Background: an optimization exercise with open tools, aiming at small area and few clock cycles per item. Do not read the settings as production practice.
In this exercise RTL edits were held to simulation tests only and were not proved equivalent to the original.
Power figures rest on the tool's default switching activity, not on a simulated workload.

==> module gray_vertical_census_bank, before the edit <==
module gray_vertical_census_bank #(
  parameter int LANES       = 16,
  parameter int PIX_W       = 8,
  parameter int RADIUS      = 8,
  parameter int FRAME_LINES = 480,
  parameter int INFO_W      = 8
) (
  input  logic                     clk,
  input  logic                     reset,
  input  logic [LANES*PIX_W-1:0]   in_pixels,
  input  logic [INFO_W-1:0]        in_info,
  input  logic                     in_valid,
  output logic                     in_ready,
  input  logic                     cfg_mode,
  input  logic [PIX_W-1:0]         cfg_threshold,
  output logic [2*LANES-1:0]       out_bits,
  output logic [INFO_W-1:0]        out_info,
  output logic                     out_border,
  output logic                     out_last,
  output logic                     out_valid,
  input  logic                     out_ready
);
  localparam int N = 2 * RADIUS + 1;       
  logic        en, accept;
  logic [8:0]  k;                          
  logic        k_first, k_border, k_last, k_sub;
  logic        mode_l;
  logic [7:0]  thr_l;
  logic [12:0] t17;
  logic [13:0] lim_lo, lim_hi;             
  logic [7:0]  win [LANES][N];             
  logic [7:0]  llo [LANES];
  logic [3:0]  lhi [LANES];
  logic [1:0]  lq  [LANES];
  logic        s1_valid, s1_border, s1_last;
  logic [7:0]  s1_info;
  logic [2*LANES-1:0] bits_next;
  assign en       = !out_valid || out_ready;
  assign in_ready = en;
  assign accept   = in_valid && en;
  assign k_first  = (k == 9'd0);
  assign k_border = (k < 9'd16);
  assign k_last   = (k == 9'd479);
  assign k_sub    = (k > 9'd16);           
  always_ff @(posedge clk) begin
    if (reset) begin
      k <= '0;
    end else if (accept) begin
      k <= k_last ? 9'd0 : k + 9'd1;
    end
  end
  always_ff @(posedge clk) begin
    if (accept && k_first) begin
      mode_l <= cfg_mode;
      thr_l  <= cfg_threshold;
    end
  end
  assign t17    = mode_l ? ({1'b0, thr_l, 4'b0} + {5'b0, thr_l}) : 13'd0;
  assign lim_lo = 14'd4335 - {1'b0, t17};
  assign lim_hi = 14'd4335 + {1'b0, t17};
  always_ff @(posedge clk) begin
    if (accept) begin
      for (int i = 0; i < LANES; i++) begin
        for (int j = N - 1; j > 1; j--) win[i][j] <= win[i][j-1];
        win[i][1] <= ~win[i][0];
        win[i][0] <= in_pixels[i*PIX_W +: PIX_W];
      end
      s1_info   <= in_info;
      s1_border <= k_border;
      s1_last   <= k_last;
    end
  end
  always_ff @(posedge clk) begin
    if (accept) begin
      for (int i = 0; i < LANES; i++) begin
        logic [7:0] s, cy, z;
        logic [9:0] t;
        logic [8:0] c;
        z = win[i][N-1] | {8{!k_sub}};
        for (int b = 0; b < 8; b++) begin
          s[b]  = llo[i][b] ^ win[i][0][b] ^ z[b];
          cy[b] = (llo[i][b] & win[i][0][b]) | (llo[i][b] & z[b]) | (win[i][0][b] & z[b]);
        end
        c[0] = 1'b1;
        for (int b = 0; b < 8; b++) begin
          logic y;
          y = (b > 0) ? cy[b-1] : 1'b0;
          t[b]   = s[b] ^ y ^ c[b];
          c[b+1] = (s[b] & y) | (s[b] & c[b]) | (y & c[b]);
        end
        t[8] = cy[7] ^ c[8];
        t[9] = cy[7] & c[8];
        llo[i] <= k_first ? 8'd0 : t[7:0];
        lq[i]  <= k_first ? 2'd0 : t[9:8];
        lhi[i] <= k_first ? 4'd0 : lhi[i] + {2'b0, lq[i]} + 4'hf;
      end
    end
  end
  always_comb begin
    for (int i = 0; i < LANES; i++) begin
      logic [13:0] l, a, b, c, s1, c1, s2, c2, p;
      logic [7:0]  nc;
      logic [14:0] gl, gh;
      nc = win[i][RADIUS];                           
      l  = {2'b0, lhi[i] + {2'b0, lq[i]}, llo[i]};
      a  = {6'b0, win[i][0]};
      b  = {2'b0, nc, 4'b0};
      c  = {6'b0, nc};
      for (int j = 0; j < 14; j++) begin
        s1[j] = l[j] ^ a[j] ^ c[j];
        c1[j] = (l[j] & a[j]) | (l[j] & c[j]) | (a[j] & c[j]);
      end
      for (int j = 0; j < 14; j++) begin
        logic y;
        y = (j > 0) ? c1[j-1] : 1'b0;
        s2[j] = s1[j] ^ y ^ b[j];
        c2[j] = (s1[j] & y) | (s1[j] & b[j]) | (y & b[j]);
      end
      p = s2 + {c2[12:0], 1'b0};
      gl[0] = 1'b1;
      gh[0] = 1'b1;
      for (int j = 0; j < 14; j++) begin
        gl[j+1] = (p[j] & !lim_lo[j]) | (p[j] & gl[j]) | (!lim_lo[j] & gl[j]);
        gh[j+1] = (!p[j] & lim_hi[j]) | (!p[j] & gh[j]) | (lim_hi[j] & gh[j]);
      end
      bits_next[2*i]   = !s1_border && !gl[14];
      bits_next[2*i+1] = !s1_border && mode_l && !gh[14];
    end
  end
  always_ff @(posedge clk) begin
    if (reset) begin
      s1_valid  <= 1'b0;
      out_valid <= 1'b0;
    end else if (en) begin
      s1_valid  <= accept;
      out_valid <= s1_valid;
    end
  end
  always_ff @(posedge clk) begin
    if (en) begin
      out_bits   <= bits_next;
      out_info   <= s1_info;
      out_border <= s1_border;
      out_last   <= s1_last;
    end
  end
endmodule
clock: 6.0 ns
lec_check: 0
cap_margin: 20
core_margin: 2
core_utilization: 60
cts_buf_list: sky130_fd_sc_hd__clkbuf_16
cts_cluster_diameter: 60
cts_cluster_size: 30
slew_margin: 20
run.sh (not shown) runs the stock make flow with config.mk's settings and CLKGATE_MAP_FILE= SYNTH_SCRIPT=/design/flow/synth_recipe.tcl, a recipe that flattens the netlist after the stock synthesis.
Testbench counts at the start, summed over its fixed seeds: cycles 11,536, items 11,520.
Rerun with:
--- a/flow/design.v
+++ b/flow/design.v
@@ -20,12 +20,12 @@
   output logic                     out_valid,
   input  logic                     out_ready
 );
   localparam int N = 2 * RADIUS + 1;       
   logic        en, accept;
-  logic [8:0]  k;                          
-  logic        k_first, k_border, k_last, k_sub;
+  logic [8:0]  k, k_next;                  
+  logic        k_first, k_border, k_last;  
   logic        mode_l;
   logic [7:0]  thr_l;
   logic [12:0] t17;
   logic [13:0] lim_lo, lim_hi;             
   logic [7:0]  win [LANES][N];             
@@ -36,19 +36,22 @@
   logic [7:0]  s1_info;
   logic [2*LANES-1:0] bits_next;
   assign en       = !out_valid || out_ready;
   assign in_ready = en;
   assign accept   = in_valid && en;
-  assign k_first  = (k == 9'd0);
-  assign k_border = (k < 9'd16);
-  assign k_last   = (k == 9'd479);
-  assign k_sub    = (k > 9'd16);           
+  assign k_next = k_last ? 9'd0 : k + 9'd1;
   always_ff @(posedge clk) begin
     if (reset) begin
-      k <= '0;
+      k        <= '0;
+      k_first  <= 1'b1;
+      k_border <= 1'b1;
+      k_last   <= 1'b0;
     end else if (accept) begin
-      k <= k_last ? 9'd0 : k + 9'd1;
+      k        <= k_next;
+      k_first  <= (k_next == 9'd0);
+      k_border <= (k_next < 9'd16);
+      k_last   <= (k_next == 9'd479);
     end
   end
   always_ff @(posedge clk) begin
     if (accept && k_first) begin
       mode_l <= cfg_mode;
@@ -59,11 +62,12 @@
   assign lim_lo = 14'd4335 - {1'b0, t17};
   assign lim_hi = 14'd4335 + {1'b0, t17};
   always_ff @(posedge clk) begin
     if (accept) begin
       for (int i = 0; i < LANES; i++) begin
-        for (int j = N - 1; j > 1; j--) win[i][j] <= win[i][j-1];
+        win[i][N-1] <= win[i][N-2] | {8{k_border}};
+        for (int j = N - 2; j > 1; j--) win[i][j] <= win[i][j-1];
         win[i][1] <= ~win[i][0];
         win[i][0] <= in_pixels[i*PIX_W +: PIX_W];
       end
       s1_info   <= in_info;
       s1_border <= k_border;
@@ -74,21 +78,19 @@
     if (accept) begin
       for (int i = 0; i < LANES; i++) begin
         logic [7:0] s, cy, z;
         logic [9:0] t;
         logic [8:0] c;
-        z = win[i][N-1] | {8{!k_sub}};
+        z = win[i][N-1];
         for (int b = 0; b < 8; b++) begin
-          s[b]  = llo[i][b] ^ win[i][0][b] ^ z[b];
-          cy[b] = (llo[i][b] & win[i][0][b]) | (llo[i][b] & z[b]) | (win[i][0][b] & z[b]);
+          {cy[b], s[b]} = 2'(llo[i][b]) + 2'(win[i][0][b]) + 2'(z[b]);
         end
         c[0] = 1'b1;
         for (int b = 0; b < 8; b++) begin
           logic y;
           y = (b > 0) ? cy[b-1] : 1'b0;
-          t[b]   = s[b] ^ y ^ c[b];
-          c[b+1] = (s[b] & y) | (s[b] & c[b]) | (y & c[b]);
+          {c[b+1], t[b]} = 2'(s[b]) + 2'(y) + 2'(c[b]);
         end
         t[8] = cy[7] ^ c[8];
         t[9] = cy[7] & c[8];
         llo[i] <= k_first ? 8'd0 : t[7:0];
         lq[i]  <= k_first ? 2'd0 : t[9:8];
@@ -105,18 +107,16 @@
       l  = {2'b0, lhi[i] + {2'b0, lq[i]}, llo[i]};
       a  = {6'b0, win[i][0]};
       b  = {2'b0, nc, 4'b0};
       c  = {6'b0, nc};
       for (int j = 0; j < 14; j++) begin
-        s1[j] = l[j] ^ a[j] ^ c[j];
-        c1[j] = (l[j] & a[j]) | (l[j] & c[j]) | (a[j] & c[j]);
+        {c1[j], s1[j]} = 2'(l[j]) + 2'(a[j]) + 2'(c[j]);
       end
       for (int j = 0; j < 14; j++) begin
         logic y;
         y = (j > 0) ? c1[j-1] : 1'b0;
-        s2[j] = s1[j] ^ y ^ b[j];
-        c2[j] = (s1[j] & y) | (s1[j] & b[j]) | (y & b[j]);
+        {c2[j], s2[j]} = 2'(s1[j]) + 2'(y) + 2'(b[j]);
       end
       p = s2 + {c2[12:0], 1'b0};
       gl[0] = 1'b1;
       gh[0] = 1'b1;
       for (int j = 0; j < 14; j++) begin
Worst setup slack improved by 0.80 ns.
Synthesized cell count went down by 3.0%.
Via count went up by about 0.8%.
Utilization went down by 0.10 points.
Synthesized area barely changes.
Die area is about the same.
Total power went down by about 0.7%.
Final area hardly moves.
Cell count went down by about 2.4%.
Critical path depth went up by 2.
Clock power barely changes.
Routed wire length went up by about 0.33%.
Testbench counts after the change, summed over its fixed seeds: cycles 11,536, items 11,520.

==> port drivers added, routing unchanged <==
The flow's constraints put no driver on any port. The routed layouts listed below were extracted and timed again, unchanged, in two steps.
Step 1, drivers: a clkbuf_16 drives clk and a buf_2 each remaining input, both assumed.
Step 2 also shifts input and output timing later by t, the mid clock arrival at the registers, as if the neighbouring blocks saw the same clock.
Slacks: no drivers / after step 1 / after step 2; pairs: no drivers / after step 1.
| run | t, ns | setup WS [ns] | hold slack, ns | worst setup path after step 2 | worst slew at a driven data input, ns |
|---|---|---|---|---|---|
| the first run | 0.905 | 0.196 / 0.196 / 0.196 | 0.386 / 0.386 / 0.386 | register to register | 0.05 |
| the second run | 0.910 | 0.994 / 0.994 / 0.994 | 0.393 / 0.393 / 0.393 | register to register | 0.04 |
After both steps setup and hold are still met in every run listed.
